This design comes from an exercise in tuning for small area, a short achievable clock period and few clock cycles per item on the open sky130 flow, not from production work.
The RTL of this run was laid out without a check of its function.
Power figures rest on the tool's default switching activity, not on a simulated workload.

[flow/config.mk]
export PLATFORM = sky130hd
export DESIGN_NAME = die_temperature_average
export DESIGN_NICKNAME = die_temperature_average
export VERILOG_FILES = /design/flow/design.v
export SDC_FILE = /design/flow/constraint.sdc
export NUM_CORES = 4
export LEC_CHECK = 0
export CAP_MARGIN = 20
export CORE_MARGIN = 2
export CORE_UTILIZATION = 40
export SLEW_MARGIN = 20
[flow/constraint.sdc]
create_clock -name core_clock -period 6.0 [get_ports {aclk}]
set_input_delay 1.2000 -clock core_clock [delete_from_list [all_inputs] [get_ports {aclk}]]
set_output_delay 1.2000 -clock core_clock [all_outputs]
set_load 0.01 [all_outputs]
[flow/design.v]
`default_nettype none
package dta_pkg;
    localparam logic [15:0] TEMP_OFFSET = 16'd4464;
    localparam logic [15:0] TEMP_ERROR  = 16'hC190;
    localparam logic [15:0] TEMP_SAT    = 16'h7FFF;
    localparam logic [15:0] Q_SAT       = 16'd37232;
    localparam logic [1:0] REG_FILTER_ON     = 2'd0;
    localparam logic [1:0] REG_WINDOW_LENGTH = 2'd1;
    localparam logic [1:0] REG_REFERENCE_CAL = 2'd2;
endpackage
`default_nettype wire
`default_nettype none
module dta_div #(
    parameter int NB        = 16,
    parameter int DW        = 12,
    parameter int RPS       = 1,
    parameter int PW        = 1,
    parameter bit LAST_COMB = 1'b0
) (
    input  wire logic          aclk,
    input  wire logic          aresetn,
    input  wire logic          en,
    input  wire logic          vin,
    input  wire logic [DW-1:0] rem_in,
    input  wire logic [NB-1:0] lo_in,
    input  wire logic [DW-1:0] d_in,
    input  wire logic [DW+1:0] d3_in,
    input  wire logic [PW-1:0] p_in,
    output logic               vout,
    output logic [DW-1:0]      rem_out,
    output logic [NB-1:0]      q_out,
    output logic [PW-1:0]      p_out
);
    localparam int NR = NB / 2;
    localparam int NS = (NR + RPS - 1) / RPS;
    logic          v_s   [NS+1];
    logic [DW-1:0] rem_s [NS+1];
    logic [NB-1:0] lo_s  [NS+1];
    logic [DW-1:0] d_s   [NS+1];
    logic [DW+1:0] d3_s  [NS+1];
    logic [PW-1:0] p_s   [NS+1];
    assign v_s[0]   = vin;
    assign rem_s[0] = rem_in;
    assign lo_s[0]  = lo_in;
    assign d_s[0]   = d_in;
    assign d3_s[0]  = d3_in;
    assign p_s[0]   = p_in;
    for (genvar s = 0; s < NS; s++) begin : g_st
        localparam int R0 = s * RPS;
        localparam int R1 = ((s + 1) * RPS < NR) ? (s + 1) * RPS : NR;
        logic [DW-1:0] rem_c;
        logic [NB-1:0] lo_c;
        always_comb begin
            logic [DW+1:0] t;
            logic [DW+2:0] s1;
            logic [DW+2:0] s2;
            logic [DW+2:0] s3;
            rem_c = rem_s[s];
            lo_c  = lo_s[s];
            for (int r = R0; r < R1; r++) begin
                t  = {rem_c, lo_c[NB-1:NB-2]};
                s1 = {1'b0, t} - {3'b000, d_s[s]};
                s2 = {1'b0, t} - {2'b00, d_s[s], 1'b0};
                s3 = {1'b0, t} - {1'b0, d3_s[s]};
                if (!s3[DW+2]) begin
                    rem_c = s3[DW-1:0];
                    lo_c  = {lo_c[NB-3:0], 2'd3};
                end else if (!s2[DW+2]) begin
                    rem_c = s2[DW-1:0];
                    lo_c  = {lo_c[NB-3:0], 2'd2};
                end else if (!s1[DW+2]) begin
                    rem_c = s1[DW-1:0];
                    lo_c  = {lo_c[NB-3:0], 2'd1};
                end else begin
                    rem_c = t[DW-1:0];
                    lo_c  = {lo_c[NB-3:0], 2'd0};
                end
            end
        end
        if (LAST_COMB && (s == NS - 1)) begin : g_comb
            assign v_s[s+1]   = v_s[s];
            assign rem_s[s+1] = rem_c;
            assign lo_s[s+1]  = lo_c;
            assign d_s[s+1]   = d_s[s];
            assign d3_s[s+1]  = d3_s[s];
            assign p_s[s+1]   = p_s[s];
        end else begin : g_reg
            logic          v_r;
            logic [DW-1:0] rem_r;
            logic [NB-1:0] lo_r;
            logic [DW-1:0] d_r;
            logic [DW+1:0] d3_r;
            logic [PW-1:0] p_r;
            always_ff @(posedge aclk) begin
                if (!aresetn) begin
                    v_r <= 1'b0;
                end else if (en) begin
                    v_r <= v_s[s];
                end
            end
            always_ff @(posedge aclk) begin
                if (en) begin
                    rem_r <= rem_c;
                    lo_r  <= lo_c;
                    d_r   <= d_s[s];
                    d3_r  <= d3_s[s];
                    p_r   <= p_s[s];
                end
            end
            assign v_s[s+1]   = v_r;
            assign rem_s[s+1] = rem_r;
            assign lo_s[s+1]  = lo_r;
            assign d_s[s+1]   = d_r;
            assign d3_s[s+1]  = d3_r;
            assign p_s[s+1]   = p_r;
        end
    end
    assign vout    = v_s[NS];
    assign rem_out = rem_s[NS];
    assign q_out   = lo_s[NS];
    assign p_out   = p_s[NS];
endmodule
`default_nettype wire
`default_nettype none
module dta_ram #(
    parameter int WIDTH = 16,
    parameter int DEPTH = 32
) (
    input  wire logic                     aclk,
    input  wire logic                     we,
    input  wire logic [$clog2(DEPTH)-1:0] waddr,
    input  wire logic [WIDTH-1:0]         wdata,
    input  wire logic [$clog2(DEPTH)-1:0] raddr_a,
    output logic      [WIDTH-1:0]         rdata_a,
    input  wire logic [$clog2(DEPTH)-1:0] raddr_b,
    output logic      [WIDTH-1:0]         rdata_b
);
    logic [WIDTH-1:0] mem [DEPTH];
    always_ff @(posedge aclk) begin
        if (we) begin
            mem[waddr] <= wdata;
        end
    end
    assign rdata_a = mem[raddr_a];
    assign rdata_b = mem[raddr_b];
endmodule
`default_nettype wire
`default_nettype none
import dta_pkg::*;
module die_temperature_average
#(
    parameter int MAX_WINDOW   = 32,
    parameter int READING_BITS = 12,
    parameter int CONV_RPS     = 2,
    parameter int MEAN_RPS     = 2
) (
    input  wire logic                                  aclk,
    input  wire logic                                  aresetn,
    input  wire logic [((2*READING_BITS+7)/8)*8-1:0]   s_tdata,
    input  wire logic                                  s_tuser,
    input  wire logic                                  s_tvalid,
    output logic                                       s_tready,
    output logic [15:0]                                m_tdata,
    output logic                                       m_tuser,
    output logic                                       m_tvalid,
    input  wire logic                                  m_tready,
    input  wire logic                                  psel,
    input  wire logic                                  penable,
    input  wire logic                                  pwrite,
    input  wire logic [3:0]                            paddr,
    input  wire logic [31:0]                           pwdata,
    output logic [31:0]                                prdata,
    output logic                                       pready
);
    localparam int RB = READING_BITS;
    logic          filter_on_reg;
    logic [5:0]    window_length_reg;
    logic [RB-1:0] ref_cal_reg;
    logic [19:0]   cal165_reg;     
    logic [5:0]    win_reg;        
    logic [7:0]    win3_reg;       
    logic          dofilt_reg;     
    logic          cfg_write;
    logic [5:0]    wl_new;
    logic [5:0]    win_new;
    assign pready    = 1'b1;
    assign cfg_write = psel & penable & pwrite;
    always_comb begin
        wl_new = pwdata[5:0];
        if (wl_new == 6'd0)       win_new = 6'd1;
        else if (wl_new > 6'd32)  win_new = 6'd32;
        else                      win_new = wl_new;
    end
    always_ff @(posedge aclk) begin
        if (!aresetn) begin
            filter_on_reg     <= 1'b1;
            window_length_reg <= 6'd8;
            ref_cal_reg       <= RB'(1500);
            cal165_reg        <= 20'd247500;
            win_reg           <= 6'd8;
            win3_reg          <= 8'd24;
            dofilt_reg        <= 1'b1;
        end else if (cfg_write) begin
            case (paddr[3:2])
                REG_FILTER_ON: begin
                    filter_on_reg <= pwdata[0];
                    dofilt_reg    <= pwdata[0] && (win_reg > 6'd1);
                end
                REG_WINDOW_LENGTH: begin
                    window_length_reg <= pwdata[5:0];
                    win_reg           <= win_new;
                    win3_reg          <= 8'(win_new) * 8'd3;
                    dofilt_reg        <= filter_on_reg && (win_new > 6'd1);
                end
                REG_REFERENCE_CAL: begin
                    ref_cal_reg <= pwdata[RB-1:0];
                    cal165_reg  <= 20'(pwdata[RB-1:0]) * 20'd165;
                end
                default: ;
            endcase
        end
    end
    always_comb begin
        case (paddr[3:2])
            REG_FILTER_ON:     prdata = {31'd0, filter_on_reg};
            REG_WINDOW_LENGTH: prdata = {26'd0, window_length_reg};
            REG_REFERENCE_CAL: prdata = 32'(ref_cal_reg);
            default:           prdata = 32'd0;
        endcase
    end
    logic en;
    logic adv;
    logic walking;
    logic f_v;
    logic m_valid_reg;
    assign adv      = !m_valid_reg || m_tready;
    assign en       = adv && !(walking && f_v);
    assign s_tready = en;
    logic          a_v;
    logic [RB-1:0] a_s;
    logic [RB-1:0] a_r;
    logic [RB+1:0] a_r3;
    logic          a_err;
    always_ff @(posedge aclk) begin
        if (!aresetn)  a_v <= 1'b0;
        else if (en)   a_v <= s_tvalid;
    end
    always_ff @(posedge aclk) begin
        if (en) begin
            a_r   <= s_tdata[RB-1:0];
            a_r3  <= {2'b00, s_tdata[RB-1:0]} + {1'b0, s_tdata[RB-1:0], 1'b0};
            a_s   <= s_tdata[2*RB-1:RB];
            a_err <= s_tuser || (s_tdata[RB-1:0] == '0);
        end
    end
    logic          b_v;
    logic [31:0]   b_p;
    logic [RB-1:0] b_r;
    logic [RB+1:0] b_r3;
    logic          b_err;
    always_ff @(posedge aclk) begin
        if (!aresetn)  b_v <= 1'b0;
        else if (en)   b_v <= a_v;
    end
    always_ff @(posedge aclk) begin
        if (en) begin
            b_p   <= 32'(a_s) * 32'(cal165_reg);
            b_r   <= a_r;
            b_r3  <= a_r3;
            b_err <= a_err;
        end
    end
    logic [26:0] y_a0;
    logic [14:0] y_A1;
    logic [12:0] y_s1;
    logic [15:0] y_x2;
    logic [15:0] y_k2s;
    logic [4:0]  y_k;
    logic [26:0] y_base;
    logic [26:0] y_val;
    always_comb begin
        y_a0   = b_p[31:5];
        y_A1   = y_a0[26:12];
        y_s1   = {1'b0, y_a0[11:0]} + {1'b0, b_p[4:0], 7'd0};
        y_x2   = {1'b0, y_A1} + 16'(y_s1[12]) + {4'd0, y_s1[11:0]};
        y_k2s  = y_x2 + {12'd0, y_x2[15:12]} + 16'd1;
        y_k    = 5'(y_s1[12]) + 5'(y_k2s[15:12]);
        y_base = y_a0 + 27'(y_A1);
        y_val  = y_base + 27'(y_k);
    end
    logic          d_v;
    logic [26:0]   d_y;
    logic [RB-1:0] d_r;
    logic [RB+1:0] d_r3;
    logic          d_err;
    always_ff @(posedge aclk) begin
        if (!aresetn)  d_v <= 1'b0;
        else if (en)   d_v <= b_v;
    end
    always_ff @(posedge aclk) begin
        if (en) begin
            d_y   <= y_val;
            d_r   <= b_r;
            d_r3  <= b_r3;
            d_err <= b_err;
        end
    end
    logic          q_v;
    logic [15:0]   q_q;
    logic [RB-1:0] q_rem;
    logic [1:0]    q_p;
    dta_div #(
        .NB        (16),
        .DW        (RB),
        .RPS       (CONV_RPS),
        .PW        (2),
        .LAST_COMB (1'b0)
    ) u_cdiv (
        .aclk    (aclk),
        .aresetn (aresetn),
        .en      (en),
        .vin     (d_v),
        .rem_in  ({1'b0, d_y[26:16]}),
        .lo_in   (d_y[15:0]),
        .d_in    (d_r),
        .d3_in   (d_r3),
        .p_in    ({d_err, ({1'b0, d_y[26:16]} >= d_r)}),
        .vout    (q_v),
        .rem_out (q_rem),
        .q_out   (q_q),
        .p_out   (q_p)
    );
    logic        f_err;
    logic [15:0] f_smp;
    always_ff @(posedge aclk) begin
        if (!aresetn)  f_v <= 1'b0;
        else if (en)   f_v <= q_v;
    end
    always_ff @(posedge aclk) begin
        if (en) begin
            f_err <= q_p[1];
            f_smp <= (q_p[0] || (q_q >= Q_SAT)) ? TEMP_SAT : (q_q - TEMP_OFFSET);
        end
    end
    logic [4:0]         ws_reg;       
    logic [4:0]         slot_reg;     
    logic [5:0]         fill_reg;     
    logic [7:0]         fill3_reg;    
    logic [5:0]         hw_reg;       
    logic signed [20:0] sum_reg;      
    logic [3:0]         wk_reg;       
    logic        inc;
    logic [4:0]  ra_a;
    logic [4:0]  ra_b;
    logic [15:0] rd_a;
    logic [15:0] rd_b;
    logic [15:0] e_s;
    logic [15:0] e_f;
    logic        upd;
    logic signed [20:0] sum_new;
    logic [5:0]  fill_new;
    logic [7:0]  fill3_new;
    logic [5:0]  slot_inc;
    logic [4:0]  ws_new;
    logic [5:0]  n_sum;
    logic [5:0]  wk_i0;
    logic [5:0]  wk_i1;
    assign slot_inc  = {1'b0, slot_reg} + 6'd1;
    assign ws_new    = (slot_inc == win_reg) ? 5'd0 : slot_inc[4:0];
    assign inc       = fill_reg < win_reg;
    assign fill_new  = inc ? fill_reg + 6'd1 : win_reg;
    assign fill3_new = inc ? fill3_reg + 8'd3 : win3_reg;
    assign n_sum     = inc ? fill_reg : win_reg;
    assign wk_i0     = {1'b0, wk_reg, 1'b0};
    assign wk_i1     = {1'b0, wk_reg, 1'b1};
    assign ra_a      = walking ? wk_i0[4:0] : slot_reg;
    assign ra_b      = walking ? wk_i1[4:0] : fill_reg[4:0];
    assign upd       = en && f_v && !f_err && dofilt_reg;
    dta_ram #(
        .WIDTH (16),
        .DEPTH (MAX_WINDOW)
    ) u_store (
        .aclk    (aclk),
        .we      (upd),
        .waddr   (slot_reg),
        .wdata   (f_smp),
        .raddr_a (ra_a),
        .rdata_a (rd_a),
        .raddr_b (ra_b),
        .rdata_b (rd_b)
    );
    assign e_s     = ({1'b0, slot_reg} < hw_reg) ? rd_a : 16'd0;
    assign e_f     = (inc && (fill_reg < hw_reg)) ? rd_b : 16'd0;
    assign sum_new = sum_reg + 21'($signed(f_smp)) + 21'($signed(e_f)) - 21'($signed(e_s));
    logic [15:0] wk_a;
    logic [15:0] wk_b;
    assign wk_a = ((wk_i0 < n_sum) && (wk_i0 < hw_reg)) ? rd_a : 16'd0;
    assign wk_b = ((wk_i1 < n_sum) && (wk_i1 < hw_reg)) ? rd_b : 16'd0;
    always_ff @(posedge aclk) begin
        if (!aresetn) begin
            ws_reg    <= '0;
            slot_reg  <= '0;
            fill_reg  <= '0;
            fill3_reg <= '0;
            hw_reg    <= '0;
            sum_reg   <= '0;
            walking   <= 1'b0;
            wk_reg    <= '0;
        end else if (cfg_write && (paddr[3:2] == REG_WINDOW_LENGTH)) begin
            walking <= 1'b1;
            wk_reg  <= '0;
            sum_reg <= '0;
        end else if (walking) begin
            sum_reg  <= sum_reg + 21'($signed(wk_a)) + 21'($signed(wk_b));
            wk_reg   <= wk_reg + 4'd1;
            slot_reg <= ({1'b0, ws_reg} < win_reg) ? ws_reg : 5'd0;
            if ((wk_i0 + 6'd2) >= n_sum) begin
                walking <= 1'b0;
            end
        end else if (upd) begin
            ws_reg    <= ws_new;
            slot_reg  <= ws_new;
            fill_reg  <= fill_new;
            fill3_reg <= fill3_new;
            if ({1'b0, slot_reg} == hw_reg) hw_reg <= hw_reg + 6'd1;
            sum_reg   <= sum_new;
        end
    end
    logic               g_v;
    logic               g_err;
    logic signed [20:0] g_sum;
    logic [5:0]         g_fill;
    logic [7:0]         g_fill3;
    always_ff @(posedge aclk) begin
        if (!aresetn)  g_v <= 1'b0;
        else if (en)   g_v <= f_v;
    end
    always_ff @(posedge aclk) begin
        if (en) begin
            g_err <= f_err;
            if (f_err) begin
                g_sum   <= 21'($signed(TEMP_ERROR));
                g_fill  <= 6'd1;
                g_fill3 <= 8'd3;
            end else if (dofilt_reg) begin
                g_sum   <= sum_new;
                g_fill  <= fill_new;
                g_fill3 <= fill3_new;
            end else begin
                g_sum   <= 21'($signed(f_smp));
                g_fill  <= 6'd1;
                g_fill3 <= 8'd3;
            end
        end
    end
    logic        g_neg;
    logic [19:0] g_mag;
    assign g_neg = g_sum[20];
    assign g_mag = g_neg ? ~g_sum[19:0] : g_sum[19:0];
    logic        mq_v;
    logic [15:0] mq_q;
    logic [5:0]  mq_rem;
    logic [1:0]  mq_p;
    dta_div #(
        .NB        (16),
        .DW        (6),
        .RPS       (MEAN_RPS),
        .PW        (2),
        .LAST_COMB (1'b1)
    ) u_mdiv (
        .aclk    (aclk),
        .aresetn (aresetn),
        .en      (en),
        .vin     (g_v),
        .rem_in  ({2'b00, g_mag[19:16]}),
        .lo_in   (g_mag[15:0]),
        .d_in    (g_fill),
        .d3_in   (g_fill3),
        .p_in    ({g_err, g_neg}),
        .vout    (mq_v),
        .rem_out (mq_rem),
        .q_out   (mq_q),
        .p_out   (mq_p)
    );
    logic [15:0] m_temp_reg;
    logic        m_err_reg;
    always_ff @(posedge aclk) begin
        if (!aresetn)  m_valid_reg <= 1'b0;
        else if (en)   m_valid_reg <= mq_v;
    end
    always_ff @(posedge aclk) begin
        if (en) begin
            m_temp_reg <= mq_p[0] ? ~mq_q : mq_q;
            m_err_reg  <= mq_p[1];
        end
    end
    assign m_tvalid = m_valid_reg;
    assign m_tdata  = m_temp_reg;
    assign m_tuser  = m_err_reg;
endmodule
`default_nettype wire
[flow/run.sh]
#!/bin/bash
# synth_recipe.tcl (not shown) runs the flow's synth.tcl, then flattens the netlist and writes it again
# the make line also repeats each setting of config.mk as NAME=value (left out here)
make -C /OpenROAD-flow-scripts/flow DESIGN_CONFIG=/design/flow/config.mk WORK_HOME=/design/flow/orfs CLKGATE_MAP_FILE= SYNTH_SCRIPT=/design/flow/synth_recipe.tcl finish
==> impl_metrics.env <==
export IMPL_gp_routability_congestion=0.906
export IMPL_period_minus_slack_ns=7.60
export IMPL_reg2reg_depth=52
export IMPL_post_route_drc_count=0
export IMPL_whs_path_depth=0
export IMPL_num_fill_cells=18500
export IMPL_cp_max_fo=5
export IMPL_final_area_mm2=0.0966
export IMPL_cp_slowest_cell="edfxtp_1"
export IMPL_ys_ff_latch=1148
export IMPL_whs_ns=0.405
export IMPL_synth_flop_cell="edfxtp_1"
export IMPL_grt_pass1_wl_um=355000
export IMPL_drv_slew=0
export IMPL_fmax_mhz=132
export IMPL_fin_cells=10900
export IMPL_synth_cell_types=107
export IMPL_top_register="u_store.mem"
export IMPL_end_kind="register"
export IMPL_hold_viol=0
export IMPL_grt_usage_pct=21.8
export IMPL_rsz0062_at_grt="true"
export IMPL_cpPeakStageDelay_ns=0.38
export IMPL_final_common_cell="edfxtp_1"
export IMPL_crit_path_frequent_cell="buf_4"
export IMPL_p_leak_nw=40.0
export IMPL_maxCapViolCount=0
export IMPL_drtPass1Iterations=6
export IMPL_status="finished with violations"
export IMPL_cts_inserted_buffers=137
export IMPL_clk_pin_slew_ns=0.06
export IMPL_clk_latency_ns=0.79
export IMPL_peakVddDrop_v=0.000398
export IMPL_drt_iter0_drc=4639
export IMPL_final_antenna_net_count=0
export IMPL_synthCells=7441
export IMPL_area_growth_pct=17.6
export IMPL_grt_max_degree=163
export IMPL_crit_type="reg -> reg"
export IMPL_grt_pass1_vias=60800
export IMPL_final_cell_mix="1028 x edfxtp_1, 825 x nand2_1, 723 x ha_1, 668 x inv_1, 622 x buf_4"
export IMPL_largest_reg_flops=512
export IMPL_hp_class="reg -> reg"
export IMPL_grt_remaining_overflow=0
export IMPL_p_per_area_mw_per_mm2=611
export IMPL_cts_tree="done"
export IMPL_initial_utilization_pct=40.2
export IMPL_cp_required_ns=6.50
export IMPL_die_area_mm2=0.209
export IMPL_clock_skew_final_ns=0.0430
export IMPL_synth_edff_count=1028
export IMPL_so_faults="negative setup slack"
export IMPL_netlist_area_mm2=0.0821
export IMPL_cts_num_sinks=1148
export IMPL_worstMarginPinSlew_ns=1.02
export IMPL_htreeDepth=4
export IMPL_synth_seq_area_share_pct=40.5
export IMPL_nets=9192
export IMPL_vias=60500
export IMPL_place_area_mm2=0.0904
export IMPL_row_count=166
export IMPL_via_per_inst=5.56
export IMPL_period_share_pct=127
export IMPL_drt_total_wl_um=230000
export IMPL_cp_data_arrival_time_ns=8.11
export IMPL_reg_largest_list="u_store.mem x512, u_cdiv.g_st.g_reg.lo_r x64, u_mdiv.g_st.g_reg.lo_r x48"
export IMPL_die_y_um=457
export IMPL_setup_viol=26
export IMPL_core_mm2=0.204
export IMPL_die_x_um=457
export IMPL_wire_per_inst_um=21.2
export IMPL_antenna_found_initial=10
export IMPL_cts_root_buf="clkbuf_16"
export IMPL_setup_ws_ns=-1.60
export IMPL_ys_async_sr_fraction_pct=0
export IMPL_syn_area_per_cell_um2=11.0
export IMPL_place_detailed_hpwl_um=172000
export IMPL_power_mw=59.0
export IMPL_ioPinCount=120
export IMPL_startpoint_type="register"
export IMPL_yosys_warnings=16
export IMPL_drive_gt1_share_pct=16.8
export IMPL_max_slew_margin_pct=31.5
export IMPL_portBuffers=76
export IMPL_numPlacedInstances=10500
export IMPL_cts_buffer_depth=3
==> per-layer routing <==
| layer | share of wire [%] | global-route usage, % | vias to the layer above |
|---|---|---|---|
| li1 | - | - | 28300 |
| met1 | 43 | 28.7 | 30000 |
| met2 | 48 | 37.1 | 1856 |
| met3 | 5.4 | 2.39 | 379 |
| met4 | 3.4 | 7.48 | 0 |
| met5 | 0 | 0 | - |
==> metrics by stage <==
stage	TNS (ns)	setup slack (ns)	util (%)
4_1_cts	-25.94	-1.41	46.8
5_1_grt	-39.82	-1.97	47.2
2_1_floorplan	-18.03	-1.12	-
6_report	-28.84	-1.60	47.2
3_3_place_gp	-33.27	-1.73	44.2
3_5_place_dp	-33.64	-1.75	44.2
==> timing repair <==
item | 4_1_cts | 5_1_grt
cloned | 0 | 1
pin swaps | 30 | 52
endpoints found under the setup margin | 37 | 87
resized for setup | 38 | 132
setup buffers | 46 | 36
hold buffers | 0 | 0
==> cell type report <==
class | count | area (µm²) | area share (%)
Sequential cell | 1148 | 33300 | 34.5
Antenna cell | 5 | 12.5 | 0.0130
Multi-Input combinational cell | 5362 | 46200 | 47.8
Timing Repair Buffer | 754 | 6520 | 6.75
Clock inverter | 73 | 850 | 0.880
Clock buffer | 183 | 3830 | 3.96
Inverter | 676 | 2540 | 2.64
Tap cell | 2688 | 3360 | 3.48
==> where the power goes <==
part | internal (mW) | switching (mW)
logic | 17.1 | 21.0
registers | 11.4 | 0.926
clock network | 4.99 | 3.55
==> cells by family after synthesis <==
group	after synthesis	share of synthesized area (%)
AND/OR/NAND/NOR	2022	11.4
AO/OA/AOI/OAI	1514	12.2
flip-flops	1148	40.5
adder cells (fa/ha/maj)	1045	18.8
buffers and inverters	950	4.55
XOR/XNOR	403	4.33
multiplexers	357	8.26
other	2	0.00915
==> critical path, delay by kind of cell (launching register included) <==
family	cells	cell delay [ns]
buf+inv	34	4.12
simple gates	5	0.46
flops	1	0.38
xor+xnor	1	0.14
fa+ha+maj	3	0.65
compound gates	9	1.54
==> synthesized netlist by cell type, drive strengths merged (84+ instances only) <==
library cell	number	area, µm²
nand2b	90	563
dfxtp	120	2400
nor2	425	1640
o21ai	331	1670
xor2	148	1300
nor2b	113	707
mux4	253	5700
edfxtp	1028	30900
ha	736	9210
and2	112	701
clkbuf	186	698
fa	309	6190
xnor2	255	2260
nor3	96	485
inv	676	2540
mux2i	84	853
nand2	827	3100
a21oi	355	1780
nand3	158	791
a21o	151	1130
buf	88	502
==> final timing paths <==
check	start	endpoint	slack (ns)
max	b_p[1]	d_y[26]	-1.60
min	u_cdiv.g_st[1].g_reg.lo_r[4]	u_cdiv.g_st[2].g_reg.lo_r[8]	0.40
max reg2reg	b_p[1]	d_y[26]	-1.60
min reg2reg	u_cdiv.g_st[1].g_reg.lo_r[4]	u_cdiv.g_st[2].g_reg.lo_r[8]	0.40

[static timing again, ports no longer ideal]
How much do the figures lean on ideal ports? The routed layout below was timed once more, with nothing changed but the port constraints. Step 1: set_driving_cell puts a clkbuf_16 on aclk and a buf_2 on each other input, an assumption about the parent block. Step 2 times the ports against the registers' clock, not the clock port: input delays grow and output delays shrink by t, the midpoint of the rising clock arrivals with the driver on. Slacks: no drivers / after step 1 / after step 2; pairs: no drivers / after step 1.
t (ns): 0.858
slack for setup (ns): -1.602 / -1.602 / -1.602
clock arrival spread, ns: 0.051 / 0.052
For this run, drivers alone change the setup slack by 0.000 ns; drivers and shift together by 0.000 ns.
